What follows belongs to an exercise in optimizing a design on an open flow for small area and a short achievable clock period; a production flow would make more cautious choices. No functional check of the RTL was part of any run shown here. Power and IR drop assume default switching activity.

==> flow/design.v (outline; a module is shown in full before it is edited, if it fits) <==
// module filter_tap_loader: 20 lines
// module horizontal_filter: 510 lines
// module row_result_store: 38 lines
// module vertical_filter: 300 lines
// module conv_top: 55 lines
module conv_top (
	input  logic    clk,
	input  logic    rst_n,
	input  logic    filter_valid,
	input  logic    image_valid,
	input  conv_pkg::sample_t in_data,
	output logic    out_valid,
	output conv_pkg::result_t out_data
);
  // ...
==> flow/run.sh <==
#!/bin/bash
# synth_recipe.tcl (not shown) runs the flow's synth.tcl, then flattens the netlist and writes it again
# the make line also repeats each setting of config.mk as NAME=value (left out here)
make -C /OpenROAD-flow-scripts/flow DESIGN_CONFIG=/design/flow/config.mk WORK_HOME=/design/flow/orfs CLKGATE_MAP_FILE= SYNTH_SCRIPT=/design/flow/synth_recipe.tcl finish
==> flow/config.mk <==
export PLATFORM = sky130hd
export DESIGN_NAME = conv_top
export DESIGN_NICKNAME = conv_top
export VERILOG_FILES = /design/flow/design.v
export SDC_FILE = /design/flow/constraint.sdc
export NUM_CORES = 4
export LEC_CHECK = 0
export CAP_MARGIN = 20
export CORE_MARGIN = 2
export CORE_UTILIZATION = 40
export SLEW_MARGIN = 20
==> flow/constraint.sdc <==
create_clock -name core_clock -period 4.5 [get_ports {clk}]
set_input_delay 0.9000 -clock core_clock [delete_from_list [all_inputs] [get_ports {clk}]]
set_output_delay 0.9000 -clock core_clock [all_outputs]
set_load 0.01 [all_outputs]
==> flow_summary.json, run 1 <==
{
  "cts_sinks": 371,
  "cts_resized": 0,
  "min_path_type": "reg -> reg",
  "holdWs_ns": 0.3230,
  "htreeDepth": 2,
  "fin_cells": 2071,
  "power-top-group": "sequential cells",
  "seq_power_share_pct": 39.5,
  "clk_share_pct": 6.662,
  "regArea_mm2": 0.009178,
  "rr_startpoint": "u_filter_tap_loader.sr[34]",
  "required_ns": 4.92,
  "syn-num-nets": 1647,
  "grt_first_pass_wirelength_um": 56240,
  "timing.rr.end": "u_horizontal_filter.rt_s0[12]",
  "worst_pin_slew_ns": 1.043,
  "n_all_inverters": 161,
  "finalSetupViolations": 0,
  "largest_register_ffs": 128,
  "synthTopCellsByArea": "edfxtp_1, dfxtp_1, fa_1, inv_1, xor2_1",
  "grt_usage_pct": 16.08,
  "signal_buffers": 36,
  "rows": 76,
  "clk-power_mw": 3.23,
  "top_register": "u_row_result_store.dl",
  "status": "no timing/DRC/antenna violations",
  "combPwrFrac_pct": 37.6,
  "drv_cap": 0,
  "powerDensity_mw_per_mm2": 715.2,
  "cts_setup_buffers": 0,
  "power_combinational_mw": 5.28,
  "largestRegisters": "u_row_result_store.dl x128, u_horizontal_filter.rt_s0 x47",
  "period_minus_slack_ns": 3.459,
  "switching_share_pct": 36.11,
  "rsz0062_at_grt": "false",
  "drt_iter0_drc": 788,
  "nFillCells": 3898,
  "synthSimpleGateAreaFrac_pct": 7.735,
  "dieArea_mm2": 0.04573,
  "final_area_mm2": 0.01966,
  "drive_above_1_share_pct": 5.989
}
==> module row_result_store, before the edit <==
module row_result_store (
	input  logic    clk,
	input  logic    rst_n,
	input  logic    image_valid,
	input  conv_pkg::sample_t in_data,
	output logic    pix_valid,
	output logic [5:0] pix_pos,
	output conv_pkg::sample_t [conv_pkg::TAPS-1:0] col_pix
);
	localparam int DEPTH = conv_pkg::IMG_DIM * (conv_pkg::TAPS - 1);
	conv_pkg::sample_t         d0;
	conv_pkg::sample_t [DEPTH:1] dl;
	always_ff @(posedge clk) begin
		d0 <= in_data;
	end
	always_ff @(posedge clk) begin
		if (pix_valid) begin
			dl <= {dl[DEPTH-1:1], d0};
		end
	end
	always_ff @(posedge clk or negedge rst_n) begin
		if (!rst_n) begin
			pix_valid <= 1'b0;
			pix_pos   <= '0;
		end else begin
			pix_valid <= image_valid;
			if (pix_valid) begin
				pix_pos <= pix_pos + 6'd1;
			end
		end
	end
	always_comb begin
		col_pix[conv_pkg::TAPS-1] = d0;
		for (int j = 0; j < conv_pkg::TAPS - 1; j++) begin
			col_pix[j] = dl[conv_pkg::IMG_DIM * (conv_pkg::TAPS - 1 - j)];
		end
	end
endmodule
==> module vertical_filter, before the edit <==
module vertical_filter (
	input  logic     clk,
	input  conv_pkg::sample_t [conv_pkg::TAPS-1:0] col_pix,
	input  conv_pkg::sample_t [conv_pkg::TAPS-1:0] col_taps,
	output conv_pkg::col_sum_t cs
);
	logic ct_n0;
	logic ct_n1;
	logic ct_n2;
	logic ct_n3;
	logic ct_n4;
	logic ct_n5;
	logic ct_n6;
	logic ct_n7;
	logic ct_n8;
	logic ct_n9;
	logic ct_n10;
	logic ct_n11;
	logic ct_n12;
	logic ct_n13;
	logic ct_n14;
	logic ct_n15;
	logic ct_n16;
	logic ct_n17;
	logic ct_n18;
	logic ct_n19;
	logic ct_n20;
	logic ct_n21;
	logic ct_n22;
	logic ct_n23;
	logic ct_n24;
	logic ct_n25;
	logic ct_n26;
	logic ct_n27;
	logic ct_n28;
	logic ct_n29;
	logic ct_n30;
	logic ct_n31;
	logic ct_n32;
	logic ct_n33;
	logic ct_n34;
	logic ct_n35;
	logic ct_n36;
	logic ct_n37;
	logic ct_n38;
	logic ct_n39;
	logic ct_n40;
	logic ct_n41;
	logic ct_n42;
	logic ct_n43;
	logic ct_n44;
	logic ct_n45;
	logic ct_n46;
	logic ct_n47;
	logic ct_n48;
	logic ct_n49;
	logic ct_n50;
	logic ct_n51;
	logic ct_n52;
	logic ct_n53;
	logic ct_n54;
	logic ct_n55;
	logic ct_n56;
	logic ct_n57;
	logic ct_n58;
	logic ct_n59;
	logic ct_n60;
	logic ct_n61;
	logic ct_n62;
	logic ct_n63;
	logic ct_n64;
	logic ct_n65;
	logic ct_n66;
	logic ct_n67;
	logic ct_n68;
	logic ct_n69;
	logic ct_n70;
	logic ct_n71;
	logic ct_n72;
	logic ct_n73;
	logic ct_n74;
	logic ct_n75;
	logic ct_n76;
	logic ct_n77;
	logic ct_n78;
	logic ct_n79;
	logic ct_n80;
	logic ct_n81;
	logic ct_n82;
	logic ct_n83;
	logic ct_n84;
	logic ct_n85;
	logic ct_n86;
	logic ct_n87;
	logic ct_n88;
	logic ct_n89;
	logic ct_n90;
	logic ct_n91;
	logic ct_n92;
	logic ct_n93;
	logic ct_n94;
	logic ct_n95;
	logic ct_n96;
	logic ct_n97;
	logic ct_n98;
	logic ct_n99;
	logic ct_n100;
	logic ct_n101;
	logic ct_n102;
	logic ct_n103;
	logic ct_n104;
	logic ct_n105;
	logic ct_n106;
	logic ct_n107;
	logic ct_n108;
	logic ct_n109;
	logic ct_n110;
	logic ct_n111;
	logic ct_n112;
	logic ct_n113;
	logic ct_n114;
	logic ct_n115;
	logic ct_n116;
	logic ct_n117;
	logic ct_n118;
	logic ct_n119;
	logic ct_n120;
	logic ct_n121;
	logic ct_n122;
	logic ct_n123;
	logic ct_n124;
	logic ct_n125;
	logic ct_n126;
	logic ct_n127;
	logic ct_n128;
	logic ct_n129;
	logic ct_n130;
	logic ct_n131;
	logic ct_n132;
	logic ct_n133;
	logic ct_n134;
	logic ct_n135;
	logic ct_n136;
	logic ct_n137;
	logic [9:0] ct_n138;
	logic [9:0] ct_n139;
	logic [31:0] ct_s0;
	logic [16:0] ct_s1;
	logic [9:0] ct_sum;
	assign ct_n0 = (col_pix[0][0] & col_taps[0][0]) ^ (col_pix[1][0] & col_taps[1][0]) ^ (col_pix[2][0] & col_taps[2][0]);
	assign ct_n1 = ((col_pix[0][0] & col_taps[0][0]) & (col_pix[1][0] & col_taps[1][0])) | ((col_pix[0][0] & col_taps[0][0]) & (col_pix[2][0] & col_taps[2][0])) | ((col_pix[1][0] & col_taps[1][0]) & (col_pix[2][0] & col_taps[2][0]));
	assign ct_n2 = (col_pix[0][0] & col_taps[0][1]) ^ (col_pix[0][1] & col_taps[0][0]) ^ (col_pix[1][0] & col_taps[1][1]);
	assign ct_n3 = ((col_pix[0][0] & col_taps[0][1]) & (col_pix[0][1] & col_taps[0][0])) | ((col_pix[0][0] & col_taps[0][1]) & (col_pix[1][0] & col_taps[1][1])) | ((col_pix[0][1] & col_taps[0][0]) & (col_pix[1][0] & col_taps[1][1]));
	assign ct_n4 = (col_pix[1][1] & col_taps[1][0]) ^ (col_pix[2][0] & col_taps[2][1]) ^ (col_pix[2][1] & col_taps[2][0]);
	assign ct_n5 = ((col_pix[1][1] & col_taps[1][0]) & (col_pix[2][0] & col_taps[2][1])) | ((col_pix[1][1] & col_taps[1][0]) & (col_pix[2][1] & col_taps[2][0])) | ((col_pix[2][0] & col_taps[2][1]) & (col_pix[2][1] & col_taps[2][0]));
	assign ct_n6 = (col_pix[3][0] & col_taps[3][1]) ^ (col_pix[3][1] & col_taps[3][0]) ^ (col_pix[4][0] & col_taps[4][1]);
	assign ct_n7 = ((col_pix[3][0] & col_taps[3][1]) & (col_pix[3][1] & col_taps[3][0])) | ((col_pix[3][0] & col_taps[3][1]) & (col_pix[4][0] & col_taps[4][1])) | ((col_pix[3][1] & col_taps[3][0]) & (col_pix[4][0] & col_taps[4][1]));
	assign ct_n8 = (col_pix[0][0] & col_taps[0][2]) ^ (col_pix[0][1] & col_taps[0][1]) ^ (col_pix[0][2] & col_taps[0][0]);
	assign ct_n9 = ((col_pix[0][0] & col_taps[0][2]) & (col_pix[0][1] & col_taps[0][1])) | ((col_pix[0][0] & col_taps[0][2]) & (col_pix[0][2] & col_taps[0][0])) | ((col_pix[0][1] & col_taps[0][1]) & (col_pix[0][2] & col_taps[0][0]));
	assign ct_n10 = (col_pix[1][0] & col_taps[1][2]) ^ (col_pix[1][1] & col_taps[1][1]) ^ (col_pix[1][2] & col_taps[1][0]);
	assign ct_n11 = ((col_pix[1][0] & col_taps[1][2]) & (col_pix[1][1] & col_taps[1][1])) | ((col_pix[1][0] & col_taps[1][2]) & (col_pix[1][2] & col_taps[1][0])) | ((col_pix[1][1] & col_taps[1][1]) & (col_pix[1][2] & col_taps[1][0]));
	assign ct_n12 = (col_pix[2][0] & col_taps[2][2]) ^ (col_pix[2][1] & col_taps[2][1]) ^ (col_pix[2][2] & col_taps[2][0]);
	assign ct_n13 = ((col_pix[2][0] & col_taps[2][2]) & (col_pix[2][1] & col_taps[2][1])) | ((col_pix[2][0] & col_taps[2][2]) & (col_pix[2][2] & col_taps[2][0])) | ((col_pix[2][1] & col_taps[2][1]) & (col_pix[2][2] & col_taps[2][0]));
	assign ct_n14 = (col_pix[3][0] & col_taps[3][2]) ^ (col_pix[3][1] & col_taps[3][1]) ^ (col_pix[3][2] & col_taps[3][0]);
	assign ct_n15 = ((col_pix[3][0] & col_taps[3][2]) & (col_pix[3][1] & col_taps[3][1])) | ((col_pix[3][0] & col_taps[3][2]) & (col_pix[3][2] & col_taps[3][0])) | ((col_pix[3][1] & col_taps[3][1]) & (col_pix[3][2] & col_taps[3][0]));
	assign ct_n16 = (col_pix[4][0] & col_taps[4][2]) ^ (col_pix[4][1] & col_taps[4][1]) ^ (col_pix[4][2] & col_taps[4][0]);
	assign ct_n17 = ((col_pix[4][0] & col_taps[4][2]) & (col_pix[4][1] & col_taps[4][1])) | ((col_pix[4][0] & col_taps[4][2]) & (col_pix[4][2] & col_taps[4][0])) | ((col_pix[4][1] & col_taps[4][1]) & (col_pix[4][2] & col_taps[4][0]));
	assign ct_n18 = (col_pix[0][1] & col_taps[0][2]) ^ (col_pix[0][2] & col_taps[0][1]) ^ ~(col_pix[0][0] & col_taps[0][3]);
	assign ct_n19 = ((col_pix[0][1] & col_taps[0][2]) & (col_pix[0][2] & col_taps[0][1])) | ((col_pix[0][1] & col_taps[0][2]) & ~(col_pix[0][0] & col_taps[0][3])) | ((col_pix[0][2] & col_taps[0][1]) & ~(col_pix[0][0] & col_taps[0][3]));
	assign ct_n20 = ~(col_pix[0][3] & col_taps[0][0]) ^ (col_pix[1][1] & col_taps[1][2]) ^ (col_pix[1][2] & col_taps[1][1]);
	assign ct_n21 = (~(col_pix[0][3] & col_taps[0][0]) & (col_pix[1][1] & col_taps[1][2])) | (~(col_pix[0][3] & col_taps[0][0]) & (col_pix[1][2] & col_taps[1][1])) | ((col_pix[1][1] & col_taps[1][2]) & (col_pix[1][2] & col_taps[1][1]));
	assign ct_n22 = ~(col_pix[1][0] & col_taps[1][3]) ^ ~(col_pix[1][3] & col_taps[1][0]) ^ (col_pix[2][1] & col_taps[2][2]);
	assign ct_n23 = (~(col_pix[1][0] & col_taps[1][3]) & ~(col_pix[1][3] & col_taps[1][0])) | (~(col_pix[1][0] & col_taps[1][3]) & (col_pix[2][1] & col_taps[2][2])) | (~(col_pix[1][3] & col_taps[1][0]) & (col_pix[2][1] & col_taps[2][2]));
	assign ct_n24 = (col_pix[2][2] & col_taps[2][1]) ^ ~(col_pix[2][0] & col_taps[2][3]) ^ ~(col_pix[2][3] & col_taps[2][0]);
	assign ct_n25 = ((col_pix[2][2] & col_taps[2][1]) & ~(col_pix[2][0] & col_taps[2][3])) | ((col_pix[2][2] & col_taps[2][1]) & ~(col_pix[2][3] & col_taps[2][0])) | (~(col_pix[2][0] & col_taps[2][3]) & ~(col_pix[2][3] & col_taps[2][0]));
	assign ct_n26 = (col_pix[3][1] & col_taps[3][2]) ^ (col_pix[3][2] & col_taps[3][1]) ^ ~(col_pix[3][0] & col_taps[3][3]);
	assign ct_n27 = ((col_pix[3][1] & col_taps[3][2]) & (col_pix[3][2] & col_taps[3][1])) | ((col_pix[3][1] & col_taps[3][2]) & ~(col_pix[3][0] & col_taps[3][3])) | ((col_pix[3][2] & col_taps[3][1]) & ~(col_pix[3][0] & col_taps[3][3]));
	assign ct_n28 = ~(col_pix[3][3] & col_taps[3][0]) ^ (col_pix[4][1] & col_taps[4][2]) ^ (col_pix[4][2] & col_taps[4][1]);
	assign ct_n29 = (~(col_pix[3][3] & col_taps[3][0]) & (col_pix[4][1] & col_taps[4][2])) | (~(col_pix[3][3] & col_taps[3][0]) & (col_pix[4][2] & col_taps[4][1])) | ((col_pix[4][1] & col_taps[4][2]) & (col_pix[4][2] & col_taps[4][1]));
	assign ct_n30 = (col_pix[0][2] & col_taps[0][2]) ^ ~(col_pix[0][1] & col_taps[0][3]) ^ ~(col_pix[0][3] & col_taps[0][1]);
	assign ct_n31 = ((col_pix[0][2] & col_taps[0][2]) & ~(col_pix[0][1] & col_taps[0][3])) | ((col_pix[0][2] & col_taps[0][2]) & ~(col_pix[0][3] & col_taps[0][1])) | (~(col_pix[0][1] & col_taps[0][3]) & ~(col_pix[0][3] & col_taps[0][1]));
	assign ct_n32 = (col_pix[1][2] & col_taps[1][2]) ^ ~(col_pix[1][1] & col_taps[1][3]) ^ ~(col_pix[1][3] & col_taps[1][1]);
	assign ct_n33 = ((col_pix[1][2] & col_taps[1][2]) & ~(col_pix[1][1] & col_taps[1][3])) | ((col_pix[1][2] & col_taps[1][2]) & ~(col_pix[1][3] & col_taps[1][1])) | (~(col_pix[1][1] & col_taps[1][3]) & ~(col_pix[1][3] & col_taps[1][1]));
	assign ct_n34 = (col_pix[2][2] & col_taps[2][2]) ^ ~(col_pix[2][1] & col_taps[2][3]) ^ ~(col_pix[2][3] & col_taps[2][1]);
	assign ct_n35 = ((col_pix[2][2] & col_taps[2][2]) & ~(col_pix[2][1] & col_taps[2][3])) | ((col_pix[2][2] & col_taps[2][2]) & ~(col_pix[2][3] & col_taps[2][1])) | (~(col_pix[2][1] & col_taps[2][3]) & ~(col_pix[2][3] & col_taps[2][1]));
	assign ct_n36 = (col_pix[3][2] & col_taps[3][2]) ^ ~(col_pix[3][1] & col_taps[3][3]) ^ ~(col_pix[3][3] & col_taps[3][1]);
	assign ct_n37 = ((col_pix[3][2] & col_taps[3][2]) & ~(col_pix[3][1] & col_taps[3][3])) | ((col_pix[3][2] & col_taps[3][2]) & ~(col_pix[3][3] & col_taps[3][1])) | (~(col_pix[3][1] & col_taps[3][3]) & ~(col_pix[3][3] & col_taps[3][1]));
	assign ct_n38 = (col_pix[4][2] & col_taps[4][2]) ^ ~(col_pix[4][1] & col_taps[4][3]) ^ ~(col_pix[4][3] & col_taps[4][1]);
	assign ct_n39 = ((col_pix[4][2] & col_taps[4][2]) & ~(col_pix[4][1] & col_taps[4][3])) | ((col_pix[4][2] & col_taps[4][2]) & ~(col_pix[4][3] & col_taps[4][1])) | (~(col_pix[4][1] & col_taps[4][3]) & ~(col_pix[4][3] & col_taps[4][1]));
	assign ct_n40 = ~(col_pix[0][2] & col_taps[0][3]) ^ ~(col_pix[0][3] & col_taps[0][2]) ^ ~(col_pix[1][2] & col_taps[1][3]);
	assign ct_n41 = (~(col_pix[0][2] & col_taps[0][3]) & ~(col_pix[0][3] & col_taps[0][2])) | (~(col_pix[0][2] & col_taps[0][3]) & ~(col_pix[1][2] & col_taps[1][3])) | (~(col_pix[0][3] & col_taps[0][2]) & ~(col_pix[1][2] & col_taps[1][3]));
	assign ct_n42 = ~(col_pix[1][3] & col_taps[1][2]) ^ ~(col_pix[2][2] & col_taps[2][3]) ^ ~(col_pix[2][3] & col_taps[2][2]);
	assign ct_n43 = (~(col_pix[1][3] & col_taps[1][2]) & ~(col_pix[2][2] & col_taps[2][3])) | (~(col_pix[1][3] & col_taps[1][2]) & ~(col_pix[2][3] & col_taps[2][2])) | (~(col_pix[2][2] & col_taps[2][3]) & ~(col_pix[2][3] & col_taps[2][2]));
	assign ct_n44 = ~(col_pix[3][2] & col_taps[3][3]) ^ ~(col_pix[3][3] & col_taps[3][2]) ^ ~(col_pix[4][2] & col_taps[4][3]);
	assign ct_n45 = (~(col_pix[3][2] & col_taps[3][3]) & ~(col_pix[3][3] & col_taps[3][2])) | (~(col_pix[3][2] & col_taps[3][3]) & ~(col_pix[4][2] & col_taps[4][3])) | (~(col_pix[3][3] & col_taps[3][2]) & ~(col_pix[4][2] & col_taps[4][3]));
	assign ct_n46 = (col_pix[0][3] & col_taps[0][3]) ^ (col_pix[1][3] & col_taps[1][3]) ^ (col_pix[2][3] & col_taps[2][3]);
	assign ct_n47 = ((col_pix[0][3] & col_taps[0][3]) & (col_pix[1][3] & col_taps[1][3])) | ((col_pix[0][3] & col_taps[0][3]) & (col_pix[2][3] & col_taps[2][3])) | ((col_pix[1][3] & col_taps[1][3]) & (col_pix[2][3] & col_taps[2][3]));
	assign ct_n48 = (col_pix[3][3] & col_taps[3][3]) ^ (col_pix[4][3] & col_taps[4][3]) ^ 1'b1;
	assign ct_n49 = ((col_pix[3][3] & col_taps[3][3]) & (col_pix[4][3] & col_taps[4][3])) | ((col_pix[3][3] & col_taps[3][3]) & 1'b1) | ((col_pix[4][3] & col_taps[4][3]) & 1'b1);
	assign ct_n50 = ct_n0 ^ (col_pix[3][0] & col_taps[3][0]) ^ (col_pix[4][0] & col_taps[4][0]);
	assign ct_n51 = (ct_n0 & (col_pix[3][0] & col_taps[3][0])) | (ct_n0 & (col_pix[4][0] & col_taps[4][0])) | ((col_pix[3][0] & col_taps[3][0]) & (col_pix[4][0] & col_taps[4][0]));
	assign ct_n52 = ct_n1 ^ ct_n2 ^ ct_n4;
	assign ct_n53 = (ct_n1 & ct_n2) | (ct_n1 & ct_n4) | (ct_n2 & ct_n4);
	assign ct_n54 = ct_n3 ^ ct_n5 ^ ct_n7;
	assign ct_n55 = (ct_n3 & ct_n5) | (ct_n3 & ct_n7) | (ct_n5 & ct_n7);
	assign ct_n56 = ct_n8 ^ ct_n10 ^ ct_n12;
	assign ct_n57 = (ct_n8 & ct_n10) | (ct_n8 & ct_n12) | (ct_n10 & ct_n12);
	assign ct_n58 = ct_n9 ^ ct_n11 ^ ct_n13;
	assign ct_n59 = (ct_n9 & ct_n11) | (ct_n9 & ct_n13) | (ct_n11 & ct_n13);
	assign ct_n60 = ct_n15 ^ ct_n17 ^ ct_n18;
	assign ct_n61 = (ct_n15 & ct_n17) | (ct_n15 & ct_n18) | (ct_n17 & ct_n18);
	assign ct_n62 = ct_n20 ^ ct_n22 ^ ct_n24;
	assign ct_n63 = (ct_n20 & ct_n22) | (ct_n20 & ct_n24) | (ct_n22 & ct_n24);
	assign ct_n64 = ct_n26 ^ ct_n28 ^ ~(col_pix[4][0] & col_taps[4][3]);
	assign ct_n65 = (ct_n26 & ct_n28) | (ct_n26 & ~(col_pix[4][0] & col_taps[4][3])) | (ct_n28 & ~(col_pix[4][0] & col_taps[4][3]));
	assign ct_n66 = ct_n19 ^ ct_n21 ^ ct_n23;
	assign ct_n67 = (ct_n19 & ct_n21) | (ct_n19 & ct_n23) | (ct_n21 & ct_n23);
	assign ct_n68 = ct_n25 ^ ct_n27 ^ ct_n29;
	assign ct_n69 = (ct_n25 & ct_n27) | (ct_n25 & ct_n29) | (ct_n27 & ct_n29);
	assign ct_n70 = ct_n30 ^ ct_n32 ^ ct_n34;
	assign ct_n71 = (ct_n30 & ct_n32) | (ct_n30 & ct_n34) | (ct_n32 & ct_n34);
	assign ct_n72 = ct_n36 ^ ct_n38 ^ 1'b1;
	assign ct_n73 = (ct_n36 & ct_n38) | (ct_n36 & 1'b1) | (ct_n38 & 1'b1);
	assign ct_n74 = ct_n31 ^ ct_n33 ^ ct_n35;
	assign ct_n75 = (ct_n31 & ct_n33) | (ct_n31 & ct_n35) | (ct_n33 & ct_n35);
	assign ct_n76 = ct_n37 ^ ct_n39 ^ ct_n40;
	assign ct_n77 = (ct_n37 & ct_n39) | (ct_n37 & ct_n40) | (ct_n39 & ct_n40);
	assign ct_n78 = ct_n42 ^ ct_n44 ^ ~(col_pix[4][3] & col_taps[4][2]);
	assign ct_n79 = (ct_n42 & ct_n44) | (ct_n42 & ~(col_pix[4][3] & col_taps[4][2])) | (ct_n44 & ~(col_pix[4][3] & col_taps[4][2]));
	assign ct_n80 = ct_n41 ^ ct_n43 ^ ct_n45;
	assign ct_n81 = (ct_n41 & ct_n43) | (ct_n41 & ct_n45) | (ct_n43 & ct_n45);
	assign ct_n82 = ct_n47 ^ ct_n49 ^ 1'b1;
	assign ct_n83 = (ct_n47 & ct_n49) | (ct_n47 & 1'b1) | (ct_n49 & 1'b1);
	assign ct_n84 = ct_n51 ^ ct_n52 ^ ct_n6;
	assign ct_n85 = (ct_n51 & ct_n52) | (ct_n51 & ct_n6) | (ct_n52 & ct_n6);
	assign ct_n86 = ct_n53 ^ ct_n54 ^ ct_n56;
	assign ct_n87 = (ct_n53 & ct_n54) | (ct_n53 & ct_n56) | (ct_n54 & ct_n56);
	assign ct_n88 = ct_n55 ^ ct_n57 ^ ct_n58;
	assign ct_n89 = (ct_n55 & ct_n57) | (ct_n55 & ct_n58) | (ct_n57 & ct_n58);
	assign ct_n90 = ct_n60 ^ ct_n62 ^ ct_n64;
	assign ct_n91 = (ct_n60 & ct_n62) | (ct_n60 & ct_n64) | (ct_n62 & ct_n64);
	assign ct_n92 = ct_n59 ^ ct_n61 ^ ct_n63;
	assign ct_n93 = (ct_n59 & ct_n61) | (ct_n59 & ct_n63) | (ct_n61 & ct_n63);
	assign ct_n94 = ct_n65 ^ ct_n66 ^ ct_n68;
	assign ct_n95 = (ct_n65 & ct_n66) | (ct_n65 & ct_n68) | (ct_n66 & ct_n68);
	assign ct_n96 = ct_n67 ^ ct_n69 ^ ct_n71;
	assign ct_n97 = (ct_n67 & ct_n69) | (ct_n67 & ct_n71) | (ct_n69 & ct_n71);
	assign ct_n98 = ct_n73 ^ ct_n74 ^ ct_n76;
	assign ct_n99 = (ct_n73 & ct_n74) | (ct_n73 & ct_n76) | (ct_n74 & ct_n76);
	assign ct_n100 = ct_n75 ^ ct_n77 ^ ct_n79;
	assign ct_n101 = (ct_n75 & ct_n77) | (ct_n75 & ct_n79) | (ct_n77 & ct_n79);
	assign ct_n102 = ct_n80 ^ ct_n46 ^ ct_n48;
	assign ct_n103 = (ct_n80 & ct_n46) | (ct_n80 & ct_n48) | (ct_n46 & ct_n48);
	assign ct_n104 = ct_s0[3] ^ ct_s0[4] ^ ct_s0[5];
	assign ct_n105 = (ct_s0[3] & ct_s0[4]) | (ct_s0[3] & ct_s0[5]) | (ct_s0[4] & ct_s0[5]);
	assign ct_n106 = ct_s0[7] ^ ct_s0[8] ^ ct_s0[9];
	assign ct_n107 = (ct_s0[7] & ct_s0[8]) | (ct_s0[7] & ct_s0[9]) | (ct_s0[8] & ct_s0[9]);
	assign ct_n108 = ct_s0[11] ^ ct_s0[12] ^ ct_s0[13];
	assign ct_n109 = (ct_s0[11] & ct_s0[12]) | (ct_s0[11] & ct_s0[13]) | (ct_s0[12] & ct_s0[13]);
	assign ct_n110 = ct_s0[14] ^ ct_s0[15] ^ ct_s0[16];
	assign ct_n111 = (ct_s0[14] & ct_s0[15]) | (ct_s0[14] & ct_s0[16]) | (ct_s0[15] & ct_s0[16]);
	assign ct_n112 = ct_s0[17] ^ ct_s0[18] ^ ct_s0[19];
	assign ct_n113 = (ct_s0[17] & ct_s0[18]) | (ct_s0[17] & ct_s0[19]) | (ct_s0[18] & ct_s0[19]);
	assign ct_n114 = ct_s0[22] ^ ct_s0[23] ^ ct_s0[24];
	assign ct_n115 = (ct_s0[22] & ct_s0[23]) | (ct_s0[22] & ct_s0[24]) | (ct_s0[23] & ct_s0[24]);
	assign ct_n116 = ct_s0[26] ^ ct_s0[27] ^ ct_s0[28];
	assign ct_n117 = (ct_s0[26] & ct_s0[27]) | (ct_s0[26] & ct_s0[28]) | (ct_s0[27] & ct_s0[28]);
	assign ct_n118 = ct_n105 ^ ct_n106 ^ ct_s0[10];
	assign ct_n119 = (ct_n105 & ct_n106) | (ct_n105 & ct_s0[10]) | (ct_n106 & ct_s0[10]);
	assign ct_n120 = ct_n107 ^ ct_n108 ^ ct_n110;
	assign ct_n121 = (ct_n107 & ct_n108) | (ct_n107 & ct_n110) | (ct_n108 & ct_n110);
	assign ct_n122 = ct_n109 ^ ct_n111 ^ ct_n112;
	assign ct_n123 = (ct_n109 & ct_n111) | (ct_n109 & ct_n112) | (ct_n111 & ct_n112);
	assign ct_n124 = ct_n113 ^ ct_n114 ^ ct_s0[25];
	assign ct_n125 = (ct_n113 & ct_n114) | (ct_n113 & ct_s0[25]) | (ct_n114 & ct_s0[25]);
	assign ct_n126 = ct_n115 ^ ct_n116 ^ ct_s0[29];
	assign ct_n127 = (ct_n115 & ct_n116) | (ct_n115 & ct_s0[29]) | (ct_n116 & ct_s0[29]);
	assign ct_n128 = ct_n117 ^ ct_s0[30] ^ 1'b1;
	assign ct_n129 = (ct_n117 & ct_s0[30]) | (ct_n117 & 1'b1) | (ct_s0[30] & 1'b1);
	assign ct_n130 = ct_n121 ^ ct_n122 ^ ct_s0[20];
	assign ct_n131 = (ct_n121 & ct_n122) | (ct_n121 & ct_s0[20]) | (ct_n122 & ct_s0[20]);
	assign ct_n132 = ct_n131 ^ ct_n123 ^ ct_n124;
	assign ct_n133 = (ct_n131 & ct_n123) | (ct_n131 & ct_n124) | (ct_n123 & ct_n124);
	assign ct_n134 = ct_s1[11] ^ ct_s1[12];
	assign ct_n135 = ct_s1[11] & ct_s1[12];
	assign ct_n136 = ct_s1[14] ^ ct_s1[15];
	assign ct_n137 = ct_s1[14] & ct_s1[15];
	assign ct_n138 = {ct_n137, ct_n135, ct_n134, ct_s1[10], ct_s1[8], ct_s1[6], ct_s1[5], ct_s1[3], ct_s1[1], ct_s1[0]};
	assign ct_n139 = {ct_s1[16], ct_n136, ct_s1[13], 1'b0, ct_s1[9], ct_s1[7], 1'b0, ct_s1[4], ct_s1[2], 1'b0};
	assign ct_sum = ct_n138 + ct_n139;
	always_ff @(posedge clk) begin
		ct_s0 <= {1'b1, ct_n83, ct_n82, ct_n81, ct_n103, ct_n101, ct_n102, ct_n100, ct_n99, ct_n97, ct_n78, ct_n98, ct_n96, ct_n95, ct_n93, ct_n72, ct_n70, ct_n94, ct_n92, ct_n91, ct_n89, ~(col_pix[4][3] & col_taps[4][0]), ct_n90, ct_n88, ct_n87, ct_n16, ct_n14, ct_n86, ct_n85, (col_pix[4][1] & col_taps[4][0]), ct_n84, ct_n50};
	end
	always_ff @(posedge clk) begin
		ct_s1 <= {ct_n129, ct_n128, ct_n127, ct_n126, ct_n125, ct_n133, ct_n132, ct_s0[21], ct_n130, ct_n120, ct_n119, ct_n118, ct_s0[6], ct_n104, ct_s0[2], ct_s0[1], ct_s0[0]};
	end
	always_ff @(posedge clk) begin
		cs <= ct_sum;
	end
endmodule
==> module conv_top, before the edit <==
module conv_top (
	input  logic    clk,
	input  logic    rst_n,
	input  logic    filter_valid,
	input  logic    image_valid,
	input  conv_pkg::sample_t in_data,
	output logic    out_valid,
	output conv_pkg::result_t out_data
);
	localparam int COL_LAT = 3;
	localparam int ROW_LAT = 3;
	conv_pkg::sample_t [conv_pkg::TAPS-1:0] row_taps;
	conv_pkg::sample_t [conv_pkg::TAPS-1:0] col_taps;
	logic       pix_valid;
	logic [5:0] pix_pos;
	conv_pkg::sample_t [conv_pkg::TAPS-1:0] col_pix;
	conv_pkg::col_sum_t cs;
	logic [COL_LAT+ROW_LAT-1:0] res_pipe;
	filter_tap_loader u_filter_tap_loader (
		.clk          (clk),
		.filter_valid (filter_valid),
		.in_data      (in_data),
		.row_taps     (row_taps),
		.col_taps     (col_taps)
	);
	row_result_store u_row_result_store (
		.clk         (clk),
		.rst_n       (rst_n),
		.image_valid (image_valid),
		.in_data     (in_data),
		.pix_valid   (pix_valid),
		.pix_pos     (pix_pos),
		.col_pix     (col_pix)
	);
	vertical_filter u_vertical_filter (
		.clk       (clk),
		.col_pix   (col_pix),
		.col_taps  (col_taps),
		.cs        (cs)
	);
	horizontal_filter u_horizontal_filter (
		.clk       (clk),
		.cs        (cs),
		.row_taps  (row_taps),
		.out_data  (out_data)
	);
	always_ff @(posedge clk or negedge rst_n) begin
		if (!rst_n) begin
			res_pipe <= '0;
		end else begin
			res_pipe <= {res_pipe[COL_LAT+ROW_LAT-2:0], pix_valid & pix_pos[5] & pix_pos[2]};
		end
	end
	assign out_valid = res_pipe[COL_LAT+ROW_LAT-1];
endmodule
==> run 2, diff against run 1 <==
--- a/flow/design.v
+++ b/flow/design.v
@@ -286,6 +286,6 @@
 	logic [14:0] rt_n208;
 	logic [14:0] rt_n209;
-	logic [46:0] rt_s0;
-	logic [25:0] rt_s1;
+	logic [61:0] rt_s0;
+	logic [28:0] rt_s1;
 	logic [14:0] rt_sum;
 	assign bd0_0_neg = row_taps[0][1];
@@ -441,98 +441,98 @@
 	assign rt_n120 = rt_n67 ^ rt_n69 ^ rt_n70;
 	assign rt_n121 = (rt_n67 & rt_n69) | (rt_n67 & rt_n70) | (rt_n69 & rt_n70);
-	assign rt_n122 = rt_n75 ^ rt_n76 ^ rt_n78;
-	assign rt_n123 = (rt_n75 & rt_n76) | (rt_n75 & rt_n78) | (rt_n76 & rt_n78);
-	assign rt_n124 = rt_n77 ^ rt_n79 ^ rt_n80;
-	assign rt_n125 = (rt_n77 & rt_n79) | (rt_n77 & rt_n80) | (rt_n79 & rt_n80);
-	assign rt_n126 = rt_n81 ^ rt_n83 ^ rt_n84;
-	assign rt_n127 = (rt_n81 & rt_n83) | (rt_n81 & rt_n84) | (rt_n83 & rt_n84);
-	assign rt_n128 = rt_n85 ^ rt_n87 ^ rt_n89;
-	assign rt_n129 = (rt_n85 & rt_n87) | (rt_n85 & rt_n89) | (rt_n87 & rt_n89);
-	assign rt_n130 = rt_n90 ^ rt_n92 ^ (((bd4_1_one & win[4][2]) | (bd4_1_two & win[4][1])) ^ bd4_1_neg);
-	assign rt_n131 = (rt_n90 & rt_n92) | (rt_n90 & (((bd4_1_one & win[4][2]) | (bd4_1_two & win[4][1])) ^ bd4_1_neg)) | (rt_n92 & (((bd4_1_one & win[4][2]) | (bd4_1_two & win[4][1])) ^ bd4_1_neg));
-	assign rt_n132 = rt_n91 ^ rt_n93 ^ rt_n94;
-	assign rt_n133 = (rt_n91 & rt_n93) | (rt_n91 & rt_n94) | (rt_n93 & rt_n94);
-	assign rt_n134 = rt_n95 ^ rt_n97 ^ rt_n98;
-	assign rt_n135 = (rt_n95 & rt_n97) | (rt_n95 & rt_n98) | (rt_n97 & rt_n98);
-	assign rt_n136 = rt_n99 ^ rt_n101 ^ rt_n102;
-	assign rt_n137 = (rt_n99 & rt_n101) | (rt_n99 & rt_n102) | (rt_n101 & rt_n102);
-	assign rt_n138 = rt_n103 ^ rt_n105 ^ rt_n106;
-	assign rt_n139 = (rt_n103 & rt_n105) | (rt_n103 & rt_n106) | (rt_n105 & rt_n106);
-	assign rt_n140 = rt_n107 ^ rt_n109 ^ rt_n110;
-	assign rt_n141 = (rt_n107 & rt_n109) | (rt_n107 & rt_n110) | (rt_n109 & rt_n110);
-	assign rt_n142 = rt_n111 ^ rt_n113 ^ rt_n114;
-	assign rt_n143 = (rt_n111 & rt_n113) | (rt_n111 & rt_n114) | (rt_n113 & rt_n114);
-	assign rt_n144 = rt_n116 ^ (((bd4_1_one & win[4][8]) | (bd4_1_two & win[4][7])) ^ bd4_1_neg) ^ 1'b1;
-	assign rt_n145 = (rt_n116 & (((bd4_1_one & win[4][8]) | (bd4_1_two & win[4][7])) ^ bd4_1_neg)) | (rt_n116 & 1'b1) | ((((bd4_1_one & win[4][8]) | (bd4_1_two & win[4][7])) ^ bd4_1_neg) & 1'b1);
-	assign rt_n146 = rt_n115 ^ rt_n117 ^ rt_n118;
-	assign rt_n147 = (rt_n115 & rt_n117) | (rt_n115 & rt_n118) | (rt_n117 & rt_n118);
-	assign rt_n148 = rt_n119 ^ rt_n120 ^ rt_n72;
-	assign rt_n149 = (rt_n119 & rt_n120) | (rt_n119 & rt_n72) | (rt_n120 & rt_n72);
-	assign rt_n150 = rt_n121 ^ rt_n71 ^ rt_n73;
-	assign rt_n151 = (rt_n121 & rt_n71) | (rt_n121 & rt_n73) | (rt_n71 & rt_n73);
-	assign rt_n152 = rt_s0[3] ^ rt_s0[4] ^ rt_s0[5];
-	assign rt_n153 = (rt_s0[3] & rt_s0[4]) | (rt_s0[3] & rt_s0[5]) | (rt_s0[4] & rt_s0[5]);
-	assign rt_n154 = rt_s0[6] ^ rt_s0[7] ^ rt_s0[8];
-	assign rt_n155 = (rt_s0[6] & rt_s0[7]) | (rt_s0[6] & rt_s0[8]) | (rt_s0[7] & rt_s0[8]);
-	assign rt_n156 = rt_s0[10] ^ rt_s0[11] ^ rt_s0[12];
-	assign rt_n157 = (rt_s0[10] & rt_s0[11]) | (rt_s0[10] & rt_s0[12]) | (rt_s0[11] & rt_s0[12]);
-	assign rt_n158 = rt_s0[13] ^ rt_s0[14] ^ rt_s0[15];
-	assign rt_n159 = (rt_s0[13] & rt_s0[14]) | (rt_s0[13] & rt_s0[15]) | (rt_s0[14] & rt_s0[15]);
-	assign rt_n160 = rt_s0[18] ^ rt_s0[19] ^ rt_s0[20];
-	assign rt_n161 = (rt_s0[18] & rt_s0[19]) | (rt_s0[18] & rt_s0[20]) | (rt_s0[19] & rt_s0[20]);
-	assign rt_n162 = rt_s0[22] ^ rt_s0[23] ^ rt_s0[24];
-	assign rt_n163 = (rt_s0[22] & rt_s0[23]) | (rt_s0[22] & rt_s0[24]) | (rt_s0[23] & rt_s0[24]);
-	assign rt_n164 = rt_s0[26] ^ rt_s0[27] ^ rt_s0[28];
-	assign rt_n165 = (rt_s0[26] & rt_s0[27]) | (rt_s0[26] & rt_s0[28]) | (rt_s0[27] & rt_s0[28]);
-	assign rt_n166 = rt_s0[30] ^ rt_s0[31] ^ rt_s0[32];
-	assign rt_n167 = (rt_s0[30] & rt_s0[31]) | (rt_s0[30] & rt_s0[32]) | (rt_s0[31] & rt_s0[32]);
-	assign rt_n168 = rt_s0[34] ^ rt_s0[35] ^ rt_s0[36];
-	assign rt_n169 = (rt_s0[34] & rt_s0[35]) | (rt_s0[34] & rt_s0[36]) | (rt_s0[35] & rt_s0[36]);
-	assign rt_n170 = rt_s0[37] ^ rt_s0[38] ^ rt_s0[39];
-	assign rt_n171 = (rt_s0[37] & rt_s0[38]) | (rt_s0[37] & rt_s0[39]) | (rt_s0[38] & rt_s0[39]);
-	assign rt_n172 = rt_n153 ^ rt_n154 ^ rt_s0[9];
-	assign rt_n173 = (rt_n153 & rt_n154) | (rt_n153 & rt_s0[9]) | (rt_n154 & rt_s0[9]);
-	assign rt_n174 = rt_n157 ^ rt_n158 ^ rt_s0[16];
-	assign rt_n175 = (rt_n157 & rt_n158) | (rt_n157 & rt_s0[16]) | (rt_n158 & rt_s0[16]);
-	assign rt_n176 = rt_n159 ^ rt_n160 ^ rt_s0[21];
-	assign rt_n177 = (rt_n159 & rt_n160) | (rt_n159 & rt_s0[21]) | (rt_n160 & rt_s0[21]);
-	assign rt_n178 = rt_n161 ^ rt_n162 ^ rt_s0[25];
-	assign rt_n179 = (rt_n161 & rt_n162) | (rt_n161 & rt_s0[25]) | (rt_n162 & rt_s0[25]);
-	assign rt_n180 = rt_n163 ^ rt_n164 ^ rt_s0[29];
-	assign rt_n181 = (rt_n163 & rt_n164) | (rt_n163 & rt_s0[29]) | (rt_n164 & rt_s0[29]);
-	assign rt_n182 = rt_n165 ^ rt_n166 ^ rt_s0[33];
-	assign rt_n183 = (rt_n165 & rt_n166) | (rt_n165 & rt_s0[33]) | (rt_n166 & rt_s0[33]);
-	assign rt_n184 = rt_n169 ^ rt_n170 ^ rt_s0[40];
-	assign rt_n185 = (rt_n169 & rt_n170) | (rt_n169 & rt_s0[40]) | (rt_n170 & rt_s0[40]);
-	assign rt_n186 = rt_n171 ^ rt_s0[42] ^ rt_s0[43];
-	assign rt_n187 = (rt_n171 & rt_s0[42]) | (rt_n171 & rt_s0[43]) | (rt_s0[42] & rt_s0[43]);
-	assign rt_n188 = rt_n173 ^ rt_n155 ^ rt_n156;
-	assign rt_n189 = (rt_n173 & rt_n155) | (rt_n173 & rt_n156) | (rt_n155 & rt_n156);
-	assign rt_n190 = rt_n183 ^ rt_n167 ^ rt_n168;
-	assign rt_n191 = (rt_n183 & rt_n167) | (rt_n183 & rt_n168) | (rt_n167 & rt_n168);
-	assign rt_n192 = rt_n187 ^ rt_s0[44] ^ rt_s0[45];
-	assign rt_n193 = (rt_n187 & rt_s0[44]) | (rt_n187 & rt_s0[45]) | (rt_s0[44] & rt_s0[45]);
-	assign rt_n194 = rt_s1[6] ^ rt_s1[7];
-	assign rt_n195 = rt_s1[6] & rt_s1[7];
-	assign rt_n196 = rt_s1[9] ^ rt_s1[10];
-	assign rt_n197 = rt_s1[9] & rt_s1[10];
-	assign rt_n198 = rt_s1[11] ^ rt_s1[12];
-	assign rt_n199 = rt_s1[11] & rt_s1[12];
-	assign rt_n200 = rt_s1[13] ^ rt_s1[14];
-	assign rt_n201 = rt_s1[13] & rt_s1[14];
-	assign rt_n202 = rt_s1[15] ^ rt_s1[16];
-	assign rt_n203 = rt_s1[15] & rt_s1[16];
-	assign rt_n204 = rt_s1[18] ^ rt_s1[19];
-	assign rt_n205 = rt_s1[18] & rt_s1[19];
-	assign rt_n206 = rt_s1[21] ^ rt_s1[22];
-	assign rt_n207 = rt_s1[21] & rt_s1[22];
-	assign rt_n208 = {rt_s1[24], rt_n207, rt_n205, rt_n204, rt_n203, rt_n201, rt_n199, rt_n197, rt_n195, rt_n194, rt_s1[5], rt_s1[4], rt_s1[3], rt_s1[2], rt_s1[0]};
-	assign rt_n209 = {rt_s1[25], rt_s1[23], rt_n206, rt_s1[20], rt_s1[17], rt_n202, rt_n200, rt_n198, rt_n196, rt_s1[8], 1'b0, 1'b0, 1'b0, 1'b0, rt_s1[1]};
+	assign rt_n122 = rt_s0[2] ^ rt_s0[3] ^ rt_s0[4];
+	assign rt_n123 = (rt_s0[2] & rt_s0[3]) | (rt_s0[2] & rt_s0[4]) | (rt_s0[3] & rt_s0[4]);
+	assign rt_n124 = rt_s0[5] ^ rt_s0[6] ^ rt_s0[7];
+	assign rt_n125 = (rt_s0[5] & rt_s0[6]) | (rt_s0[5] & rt_s0[7]) | (rt_s0[6] & rt_s0[7]);
+	assign rt_n126 = rt_s0[9] ^ rt_s0[10] ^ rt_s0[11];
+	assign rt_n127 = (rt_s0[9] & rt_s0[10]) | (rt_s0[9] & rt_s0[11]) | (rt_s0[10] & rt_s0[11]);
+	assign rt_n128 = rt_s0[14] ^ rt_s0[15] ^ rt_s0[16];
+	assign rt_n129 = (rt_s0[14] & rt_s0[15]) | (rt_s0[14] & rt_s0[16]) | (rt_s0[15] & rt_s0[16]);
+	assign rt_n130 = rt_s0[17] ^ rt_s0[18] ^ rt_s0[19];
+	assign rt_n131 = (rt_s0[17] & rt_s0[18]) | (rt_s0[17] & rt_s0[19]) | (rt_s0[18] & rt_s0[19]);
+	assign rt_n132 = rt_s0[20] ^ rt_s0[21] ^ rt_s0[22];
+	assign rt_n133 = (rt_s0[20] & rt_s0[21]) | (rt_s0[20] & rt_s0[22]) | (rt_s0[21] & rt_s0[22]);
+	assign rt_n134 = rt_s0[25] ^ rt_s0[26] ^ rt_s0[27];
+	assign rt_n135 = (rt_s0[25] & rt_s0[26]) | (rt_s0[25] & rt_s0[27]) | (rt_s0[26] & rt_s0[27]);
+	assign rt_n136 = rt_s0[30] ^ rt_s0[31] ^ rt_s0[32];
+	assign rt_n137 = (rt_s0[30] & rt_s0[31]) | (rt_s0[30] & rt_s0[32]) | (rt_s0[31] & rt_s0[32]);
+	assign rt_n138 = rt_s0[35] ^ rt_s0[36] ^ rt_s0[37];
+	assign rt_n139 = (rt_s0[35] & rt_s0[36]) | (rt_s0[35] & rt_s0[37]) | (rt_s0[36] & rt_s0[37]);
+	assign rt_n140 = rt_s0[40] ^ rt_s0[41] ^ rt_s0[42];
+	assign rt_n141 = (rt_s0[40] & rt_s0[41]) | (rt_s0[40] & rt_s0[42]) | (rt_s0[41] & rt_s0[42]);
+	assign rt_n142 = rt_s0[45] ^ rt_s0[46] ^ rt_s0[47];
+	assign rt_n143 = (rt_s0[45] & rt_s0[46]) | (rt_s0[45] & rt_s0[47]) | (rt_s0[46] & rt_s0[47]);
+	assign rt_n144 = rt_s0[48] ^ rt_s0[49] ^ 1'b1;
+	assign rt_n145 = (rt_s0[48] & rt_s0[49]) | (rt_s0[48] & 1'b1) | (rt_s0[49] & 1'b1);
+	assign rt_n146 = rt_s0[51] ^ rt_s0[52] ^ rt_s0[53];
+	assign rt_n147 = (rt_s0[51] & rt_s0[52]) | (rt_s0[51] & rt_s0[53]) | (rt_s0[52] & rt_s0[53]);
+	assign rt_n148 = rt_s0[56] ^ rt_s0[57] ^ rt_s0[58];
+	assign rt_n149 = (rt_s0[56] & rt_s0[57]) | (rt_s0[56] & rt_s0[58]) | (rt_s0[57] & rt_s0[58]);
+	assign rt_n150 = rt_s0[59] ^ rt_s0[60] ^ rt_s0[61];
+	assign rt_n151 = (rt_s0[59] & rt_s0[60]) | (rt_s0[59] & rt_s0[61]) | (rt_s0[60] & rt_s0[61]);
+	assign rt_n152 = rt_n123 ^ rt_n124 ^ rt_s0[8];
+	assign rt_n153 = (rt_n123 & rt_n124) | (rt_n123 & rt_s0[8]) | (rt_n124 & rt_s0[8]);
+	assign rt_n154 = rt_n125 ^ rt_n126 ^ rt_s0[12];
+	assign rt_n155 = (rt_n125 & rt_n126) | (rt_n125 & rt_s0[12]) | (rt_n126 & rt_s0[12]);
+	assign rt_n156 = rt_n127 ^ rt_n128 ^ rt_n130;
+	assign rt_n157 = (rt_n127 & rt_n128) | (rt_n127 & rt_n130) | (rt_n128 & rt_n130);
+	assign rt_n158 = rt_n129 ^ rt_n131 ^ rt_n132;
+	assign rt_n159 = (rt_n129 & rt_n131) | (rt_n129 & rt_n132) | (rt_n131 & rt_n132);
+	assign rt_n160 = rt_n133 ^ rt_n134 ^ rt_s0[28];
+	assign rt_n161 = (rt_n133 & rt_n134) | (rt_n133 & rt_s0[28]) | (rt_n134 & rt_s0[28]);
+	assign rt_n162 = rt_n135 ^ rt_n136 ^ rt_s0[33];
+	assign rt_n163 = (rt_n135 & rt_n136) | (rt_n135 & rt_s0[33]) | (rt_n136 & rt_s0[33]);
+	assign rt_n164 = rt_n137 ^ rt_n138 ^ rt_s0[38];
+	assign rt_n165 = (rt_n137 & rt_n138) | (rt_n137 & rt_s0[38]) | (rt_n138 & rt_s0[38]);
+	assign rt_n166 = rt_n139 ^ rt_n140 ^ rt_s0[43];
+	assign rt_n167 = (rt_n139 & rt_n140) | (rt_n139 & rt_s0[43]) | (rt_n140 & rt_s0[43]);
+	assign rt_n168 = rt_n141 ^ rt_n142 ^ rt_n144;
+	assign rt_n169 = (rt_n141 & rt_n142) | (rt_n141 & rt_n144) | (rt_n142 & rt_n144);
+	assign rt_n170 = rt_n143 ^ rt_n145 ^ rt_n146;
+	assign rt_n171 = (rt_n143 & rt_n145) | (rt_n143 & rt_n146) | (rt_n145 & rt_n146);
+	assign rt_n172 = rt_n153 ^ rt_n154 ^ rt_s0[13];
+	assign rt_n173 = (rt_n153 & rt_n154) | (rt_n153 & rt_s0[13]) | (rt_n154 & rt_s0[13]);
+	assign rt_n174 = rt_n157 ^ rt_n158 ^ rt_s0[23];
+	assign rt_n175 = (rt_n157 & rt_n158) | (rt_n157 & rt_s0[23]) | (rt_n158 & rt_s0[23]);
+	assign rt_n176 = rt_n159 ^ rt_n160 ^ rt_s0[29];
+	assign rt_n177 = (rt_n159 & rt_n160) | (rt_n159 & rt_s0[29]) | (rt_n160 & rt_s0[29]);
+	assign rt_n178 = rt_n161 ^ rt_n162 ^ rt_s0[34];
+	assign rt_n179 = (rt_n161 & rt_n162) | (rt_n161 & rt_s0[34]) | (rt_n162 & rt_s0[34]);
+	assign rt_n180 = rt_n163 ^ rt_n164 ^ rt_s0[39];
+	assign rt_n181 = (rt_n163 & rt_n164) | (rt_n163 & rt_s0[39]) | (rt_n164 & rt_s0[39]);
+	assign rt_n182 = rt_n165 ^ rt_n166 ^ rt_s0[44];
+	assign rt_n183 = (rt_n165 & rt_n166) | (rt_n165 & rt_s0[44]) | (rt_n166 & rt_s0[44]);
+	assign rt_n184 = rt_n169 ^ rt_n170 ^ rt_s0[54];
+	assign rt_n185 = (rt_n169 & rt_n170) | (rt_n169 & rt_s0[54]) | (rt_n170 & rt_s0[54]);
+	assign rt_n186 = rt_n171 ^ rt_n147 ^ rt_n148;
+	assign rt_n187 = (rt_n171 & rt_n147) | (rt_n171 & rt_n148) | (rt_n147 & rt_n148);
+	assign rt_n188 = rt_s1[5] ^ rt_s1[6];
+	assign rt_n189 = rt_s1[5] & rt_s1[6];
+	assign rt_n190 = rt_s1[8] ^ rt_s1[9];
+	assign rt_n191 = rt_s1[8] & rt_s1[9];
+	assign rt_n192 = rt_s1[10] ^ rt_s1[11];
+	assign rt_n193 = rt_s1[10] & rt_s1[11];
+	assign rt_n194 = rt_s1[12] ^ rt_s1[13];
+	assign rt_n195 = rt_s1[12] & rt_s1[13];
+	assign rt_n196 = rt_s1[14] ^ rt_s1[15];
+	assign rt_n197 = rt_s1[14] & rt_s1[15];
+	assign rt_n198 = rt_s1[16] ^ rt_s1[17];
+	assign rt_n199 = rt_s1[16] & rt_s1[17];
+	assign rt_n200 = rt_s1[18] ^ rt_s1[19] ^ rt_s1[20];
+	assign rt_n201 = (rt_s1[18] & rt_s1[19]) | (rt_s1[18] & rt_s1[20]) | (rt_s1[19] & rt_s1[20]);
+	assign rt_n202 = rt_s1[21] ^ rt_s1[22];
+	assign rt_n203 = rt_s1[21] & rt_s1[22];
+	assign rt_n204 = rt_s1[23] ^ rt_s1[24];
+	assign rt_n205 = rt_s1[23] & rt_s1[24];
+	assign rt_n206 = rt_s1[25] ^ rt_s1[26] ^ rt_s1[27];
+	assign rt_n207 = (rt_s1[25] & rt_s1[26]) | (rt_s1[25] & rt_s1[27]) | (rt_s1[26] & rt_s1[27]);
+	assign rt_n208 = {rt_n207, rt_n205, rt_n203, rt_n201, rt_n199, rt_n197, rt_n195, rt_n193, rt_n191, rt_n189, rt_n188, rt_s1[4], rt_s1[3], rt_s1[2], rt_s1[0]};
+	assign rt_n209 = {rt_s1[28], rt_n206, rt_n204, rt_n202, rt_n200, rt_n198, rt_n196, rt_n194, rt_n192, rt_n190, rt_s1[7], 1'b0, 1'b0, 1'b0, rt_s1[1]};
 	assign rt_sum = rt_n208 + rt_n209;
 	always_ff @(posedge clk) begin
-		rt_s0 <= {rt_n151, rt_n150, rt_n149, rt_n148, rt_n147, rt_n68, rt_n66, rt_n146, rt_n145, rt_n143, rt_n144, rt_n142, rt_n141, (((bd4_1_one & win[4][7]) | (bd4_1_two & win[4][6])) ^ bd4_1_neg), rt_n112, rt_n140, rt_n139, (((bd4_1_one & win[4][6]) | (bd4_1_two & win[4][5])) ^ bd4_1_neg), rt_n108, rt_n138, rt_n137, (((bd4_1_one & win[4][5]) | (bd4_1_two & win[4][4])) ^ bd4_1_neg), rt_n104, rt_n136, rt_n135, (((bd4_1_one & win[4][4]) | (bd4_1_two & win[4][3])) ^ bd4_1_neg), rt_n100, rt_n134, rt_n133, (((bd4_1_one & win[4][3]) | (bd4_1_two & win[4][2])) ^ bd4_1_neg), rt_n96, rt_n132, rt_n131, rt_n129, rt_n130, rt_n128, rt_n127, rt_n88, rt_n86, rt_n126, rt_n125, rt_n82, rt_n124, rt_n123, rt_n122, bd4_0_neg, rt_n74};
+		rt_s0 <= {rt_n73, rt_n71, rt_n121, rt_n72, rt_n120, rt_n119, rt_n68, rt_n66, rt_n118, rt_n117, rt_n115, 1'b1, (((bd4_1_one & win[4][8]) | (bd4_1_two & win[4][7])) ^ bd4_1_neg), rt_n116, rt_n114, rt_n113, rt_n111, (((bd4_1_one & win[4][7]) | (bd4_1_two & win[4][6])) ^ bd4_1_neg), rt_n112, rt_n110, rt_n109, rt_n107, (((bd4_1_one & win[4][6]) | (bd4_1_two & win[4][5])) ^ bd4_1_neg), rt_n108, rt_n106, rt_n105, rt_n103, (((bd4_1_one & win[4][5]) | (bd4_1_two & win[4][4])) ^ bd4_1_neg), rt_n104, rt_n102, rt_n101, rt_n99, (((bd4_1_one & win[4][4]) | (bd4_1_two & win[4][3])) ^ bd4_1_neg), rt_n100, rt_n98, rt_n97, rt_n95, (((bd4_1_one & win[4][3]) | (bd4_1_two & win[4][2])) ^ bd4_1_neg), rt_n96, rt_n94, rt_n93, rt_n91, (((bd4_1_one & win[4][2]) | (bd4_1_two & win[4][1])) ^ bd4_1_neg), rt_n92, rt_n90, rt_n89, rt_n87, rt_n85, rt_n88, rt_n86, rt_n84, rt_n83, rt_n81, rt_n82, rt_n80, rt_n79, rt_n77, rt_n78, rt_n76, rt_n75, bd4_0_neg, rt_n74};
 	end
 	always_ff @(posedge clk) begin
-		rt_s1 <= {rt_s0[46], rt_n193, rt_n192, rt_n186, rt_n185, rt_s0[41], rt_n184, rt_n191, rt_n190, rt_n182, rt_n181, rt_n180, rt_n179, rt_n178, rt_n177, rt_n176, rt_n175, rt_s0[17], rt_n174, rt_n189, rt_n188, rt_n172, rt_n152, rt_s0[2], rt_s0[1], rt_s0[0]};
+		rt_s1 <= {rt_n151, rt_n150, rt_n149, rt_n187, rt_n186, rt_n185, rt_s0[55], rt_n184, rt_n168, rt_n167, rt_n183, rt_n182, rt_n181, rt_n180, rt_n179, rt_n178, rt_n177, rt_n176, rt_n175, rt_s0[24], rt_n174, rt_n156, rt_n155, rt_n173, rt_n172, rt_n152, rt_n122, rt_s0[1], rt_s0[0]};
 	end
 	always_ff @(posedge clk) begin
@@ -546,34 +546,27 @@
 	input  logic    image_valid,
 	input  conv_pkg::sample_t in_data,
-	output logic    pix_valid,
-	output logic [5:0] pix_pos,
+	output logic    res_flag,
 	output conv_pkg::sample_t [conv_pkg::TAPS-1:0] col_pix
 );
 	localparam int DEPTH = conv_pkg::IMG_DIM * (conv_pkg::TAPS - 1);
-	conv_pkg::sample_t         d0;
-	conv_pkg::sample_t [DEPTH:1] dl;
-	always_ff @(posedge clk) begin
-		d0 <= in_data;
-	end
+	conv_pkg::sample_t [DEPTH-1:0] dl;
+	logic [5:0] pix_pos;
 	always_ff @(posedge clk) begin
-		if (pix_valid) begin
-			dl <= {dl[DEPTH-1:1], d0};
+		if (image_valid) begin
+			dl <= {dl[DEPTH-2:0], in_data};
 		end
 	end
 	always_ff @(posedge clk or negedge rst_n) begin
 		if (!rst_n) begin
-			pix_valid <= 1'b0;
-			pix_pos   <= '0;
-		end else begin
-			pix_valid <= image_valid;
-			if (pix_valid) begin
-				pix_pos <= pix_pos + 6'd1;
-			end
+			pix_pos <= '0;
+		end else if (image_valid) begin
+			pix_pos <= pix_pos + 6'd1;
 		end
 	end
+	assign res_flag = image_valid & pix_pos[5] & pix_pos[2];
 	always_comb begin
-		col_pix[conv_pkg::TAPS-1] = d0;
+		col_pix[conv_pkg::TAPS-1] = in_data;
 		for (int j = 0; j < conv_pkg::TAPS - 1; j++) begin
-			col_pix[j] = dl[conv_pkg::IMG_DIM * (conv_pkg::TAPS - 1 - j)];
+			col_pix[j] = dl[conv_pkg::IMG_DIM * (conv_pkg::TAPS - 1 - j) - 1];
 		end
 	end
@@ -727,5 +720,5 @@
 	logic [9:0] ct_n139;
 	logic [31:0] ct_s0;
-	logic [16:0] ct_s1;
+	logic [17:0] ct_s1;
 	logic [9:0] ct_sum;
 	assign ct_n0 = (col_pix[0][0] & col_taps[0][0]) ^ (col_pix[1][0] & col_taps[1][0]) ^ (col_pix[2][0] & col_taps[2][0]);
@@ -861,12 +854,12 @@
 	assign ct_n130 = ct_n121 ^ ct_n122 ^ ct_s0[20];
 	assign ct_n131 = (ct_n121 & ct_n122) | (ct_n121 & ct_s0[20]) | (ct_n122 & ct_s0[20]);
-	assign ct_n132 = ct_n131 ^ ct_n123 ^ ct_n124;
-	assign ct_n133 = (ct_n131 & ct_n123) | (ct_n131 & ct_n124) | (ct_n123 & ct_n124);
-	assign ct_n134 = ct_s1[11] ^ ct_s1[12];
-	assign ct_n135 = ct_s1[11] & ct_s1[12];
-	assign ct_n136 = ct_s1[14] ^ ct_s1[15];
-	assign ct_n137 = ct_s1[14] & ct_s1[15];
-	assign ct_n138 = {ct_n137, ct_n135, ct_n134, ct_s1[10], ct_s1[8], ct_s1[6], ct_s1[5], ct_s1[3], ct_s1[1], ct_s1[0]};
-	assign ct_n139 = {ct_s1[16], ct_n136, ct_s1[13], 1'b0, ct_s1[9], ct_s1[7], 1'b0, ct_s1[4], ct_s1[2], 1'b0};
+	assign ct_n132 = ct_s1[10] ^ ct_s1[11];
+	assign ct_n133 = ct_s1[10] & ct_s1[11];
+	assign ct_n134 = ct_s1[13] ^ ct_s1[14];
+	assign ct_n135 = ct_s1[13] & ct_s1[14];
+	assign ct_n136 = ct_s1[15] ^ ct_s1[16];
+	assign ct_n137 = ct_s1[15] & ct_s1[16];
+	assign ct_n138 = {ct_n137, ct_n135, ct_n133, ct_n132, ct_s1[8], ct_s1[6], ct_s1[5], ct_s1[3], ct_s1[1], ct_s1[0]};
+	assign ct_n139 = {ct_s1[17], ct_n136, ct_n134, ct_s1[12], ct_s1[9], ct_s1[7], 1'b0, ct_s1[4], ct_s1[2], 1'b0};
 	assign ct_sum = ct_n138 + ct_n139;
 	always_ff @(posedge clk) begin
@@ -874,5 +867,5 @@
 	end
 	always_ff @(posedge clk) begin
-		ct_s1 <= {ct_n129, ct_n128, ct_n127, ct_n126, ct_n125, ct_n133, ct_n132, ct_s0[21], ct_n130, ct_n120, ct_n119, ct_n118, ct_s0[6], ct_n104, ct_s0[2], ct_s0[1], ct_s0[0]};
+		ct_s1 <= {ct_n129, ct_n128, ct_n127, ct_n126, ct_n125, ct_n124, ct_n123, ct_n131, ct_s0[21], ct_n130, ct_n120, ct_n119, ct_n118, ct_s0[6], ct_n104, ct_s0[2], ct_s0[1], ct_s0[0]};
 	end
 	always_ff @(posedge clk) begin
@@ -894,6 +887,5 @@
 	conv_pkg::sample_t [conv_pkg::TAPS-1:0] row_taps;
 	conv_pkg::sample_t [conv_pkg::TAPS-1:0] col_taps;
-	logic       pix_valid;
-	logic [5:0] pix_pos;
+	logic       res_flag;
 	conv_pkg::sample_t [conv_pkg::TAPS-1:0] col_pix;
 	conv_pkg::col_sum_t cs;
@@ -911,6 +903,5 @@
 		.image_valid (image_valid),
 		.in_data     (in_data),
-		.pix_valid   (pix_valid),
-		.pix_pos     (pix_pos),
+		.res_flag    (res_flag),
 		.col_pix     (col_pix)
 	);
@@ -931,5 +922,5 @@
 			res_pipe <= '0;
 		end else begin
-			res_pipe <= {res_pipe[COL_LAT+ROW_LAT-2:0], pix_valid & pix_pos[5] & pix_pos[2]};
+			res_pipe <= {res_pipe[COL_LAT+ROW_LAT-2:0], res_flag};
 		end
 	end
--- a/flow/config.mk
+++ b/flow/config.mk
@@ -6,6 +6,8 @@
 export NUM_CORES = 4
 export LEC_CHECK = 0
+export ABC_CLOCK_PERIOD_IN_PS = 2300
 export CAP_MARGIN = 20
 export CORE_MARGIN = 2
 export CORE_UTILIZATION = 40
+export SETUP_SLACK_MARGIN = 2.2
 export SLEW_MARGIN = 20
==> run 2 against run 1 <==
Net effect:
- still clean on timing, DRC and antenna
- non-clock buffer count rose by 102
- clock power is 7.7% higher
- flip-flop and latch count is 13 higher
- sequential power rose by 3%
- fmax rose by 43%
- largest power group is now combinational cells
- highest routed layer unchanged
==> flow_summary.json, run 2 <==
{
  "r2r_cells": 9,
  "nFillCells": 3889,
  "finalSetupViolations": 0,
  "vias": 11110,
  "grt_max_degree": 59,
  "regArea_mm2": 0.009429,
  "antennaDiodeCount": 0,
  "worstSetupPathType": "reg -> reg",
  "grt_first_pass_wirelength_um": 61130,
  "yosysWarnings": 6,
  "timing.rr.end": "u_horizontal_filter.rt_s0[38]",
  "period_share_pct": 53.63,
  "dp.cells": 2039,
  "top_register": "u_row_result_store.dl",
  "numPortBuffers": 24,
  "postCtsHoldBufs": 0,
  "min_path_type": "reg -> reg",
  "cts_sinks": 384,
  "wl_per_cell_um": 17.24,
  "place_congestion": 0.8600,
  "synth_top_area_share_pct": 28.26,
  "period_minus_slack_ns": 2.413,
  "htreeDepth": 2,
  "rsz0062_at_grt": "true",
  "fin_cells": 2224,
  "initial_core_util_pct": 40.46,
  "die_w_um": 215.3,
  "grt_overflow_total": 0,
  "yosys_most_used_dff": "dfxtp_1",
  "detail-route-antenna-nets": 0,
  "ir_drop_uv": 376.2,
  "rows": 77,
  "syn_area_mm2": 0.01785,
  "drc": 0,
  "highest_layer": "met4",
  "ios": 25,
  "dr.pass1.iters": 5,
  "area_delta_synth_final_pct": 21.21,
  "status": "no timing/DRC/antenna violations",
  "start_kind": "flip-flop",
  "required_ns": 4.99,
  "drv_cap": 0,
  "largest_register_ffs": 128,
  "p_total_mw": 15.15,
  "powerDensity_mw_per_mm2": 700.1,
  "die_y_um": 215.3,
  "rr_startpoint": "u_filter_tap_loader.sr[29]",
  "drt_iter0_drc": 841,
  "largestRegisters": "u_row_result_store.dl x128, u_horizontal_filter.rt_s0 x61",
  "synth_edf_count": 168,
  "cts_tree": "done",
  "drive_above_1_share_pct": 21.75,
  "synth_most_common_cell": "dfxtp_1",
  "wl_met2_um": 19240,
  "dieArea_mm2": 0.04634,
  "synthTopCellsByArea": "edfxtp_1, dfxtp_1, fa_1, inv_1, a21oi_1",
  "numCtsBuffers": 41,
  "worstPathArrival_ns": 2.90,
  "wl_um": 38350,
  "synth_cell_types": 50,
  "p_leak_nw": 8.914,
  "worst_pin_slew_ns": 1.055,
  "slew_headroom_pct": 29.64,
  "cp-end-kind": "flip-flop",
  "grt_usage_pct": 16.61,
  "syn-num-nets": 1683,
  "layout_commonest_cell": "dfxtp_1",
  "path_clk_slew_ns": 0.06,
  "synth_common_cells": "dfxtp_1, inv_1, edfxtp_1",
  "yosysSeqAreaShare_pct": 52.81,
  "slowest_stage": "fa_2"
}
[run 2: repair_timing]
| action | 4_1_cts | 5_1_grt |
|---|---|---|
| gates cloned | 3 | 1 |
| pin swaps | 44 | 62 |
| resized for setup | 106 | 128 |
| endpoints found under the setup margin | 69 | 59 |
| setup buffers | 73 | 32 |
[run 2: cell families (layout without fill, tap and decap cells)]
family                     after synthesis  after routing  share of synthesized area, %
DFF                                    384            384                         52.81
and+or+nand+nor                        273            274                         6.903
buffers and inverters                  272            414                         5.985
AOI/OAI and AO/OA                      265            265                         9.489
adders and majority gates              208            208                         20.49
xor gates and xnor gates                83             83                         4.071
muxes                                    4              4                        0.2523
[run 2: worst register-to-register path: stages, from the launching register on]
cell and delay (ns):
edfxtp_1 0.38, buf_6 0.16, buf_12 0.13, buf_6 0.13
buf_4 0.13, xor2_1 0.17, a21oi_2 0.09, fa_2 0.61
inv_1 0.06, fa_2 0.51
[run 2: how the worst max path moves through the flow]
stage / end / slack, ns / depth (start not counted)
final: u_horizontal_filter.rt_s0[38] / 2.09 / 9
after global routing: u_horizontal_filter.rt_s0[18] / 1.97 / 8
after CTS: u_horizontal_filter.rt_s0[33] / 2.07 / 8
after detailed placement: u_vertical_filter.ct_s0[9] / 1.19 / 6
after global placement: u_vertical_filter.ct_s0[9] / 1.23 / 6
after floorplan: u_vertical_filter.ct_s0[9] / 2.01 / 5
[run 2: report_power, final]
| group | switching [mW] | leakage (nW) | internal (mW) |
|---|---|---|---|
| sequential | 0.905 | 3.52 | 4.81 |
| combinational | 3.23 | 4.72 | 2.73 |
| clock | 1.37 | 0.680 | 2.11 |
| total | 5.50 | 8.91 | 9.65 |
[run 2: stage by stage]
stage	cell area (um2)	utilization (%)	setup slack, ns	hold WS, ns
6_report	21640	49.04	2.087	0.3149
5_1_grt	21640	49.04	1.970	0.3200
2_1_floorplan	17930	-	2.010	0.3096
3_5_place_dp	18640	42.25	1.191	0.3121
4_1_cts	20950	47.49	2.065	0.3184
3_3_place_gp	18640	42.25	1.234	0.3110
[run 2: per-layer routing]
layer	track usage, %	up-vias
li1	-	5183
met1	21.07	5489
met2	28.69	346
met3	2.491	91
met4	6.391	0
met5	0	-
[run 2: cell type report]
cell class              instances  area share (%)
inverters                     200           3.550
flip-flops and latches        384           43.57
clock inverters                20           1.284
multi-input cells             834           36.97
repair buffers                138           6.013
clock buffers                  56           5.192
well taps                     592           3.423

==> what the ideal ports hide <==
The results above use ideal ports. As a check the final layouts listed here were re-extracted and re-timed, cells and wires unchanged. Step 1 assumes that a clkbuf_16 drives the clock port and a buf_2 every other input. Step 2, shift: input delay + t, output delay - t, t = (earliest + latest rising clock arrival at the registers) / 2. This alone moves slack from input paths to output paths. Three values: ideal ports, drivers, drivers and shift; two values: the first two.
run | t, ns | setup WS [ns] | cell pins on the clock port's net
run 1 | 0.585 | 1.041 / 1.041 / 1.041 | 1
run 2 | 0.591 | 2.087 / 2.087 / 1.575 | 1
After both steps setup and hold are still met in every run listed. For run 2, which loses most, drivers alone change the setup slack by 0.000 ns; drivers and shift together by -0.512 ns.
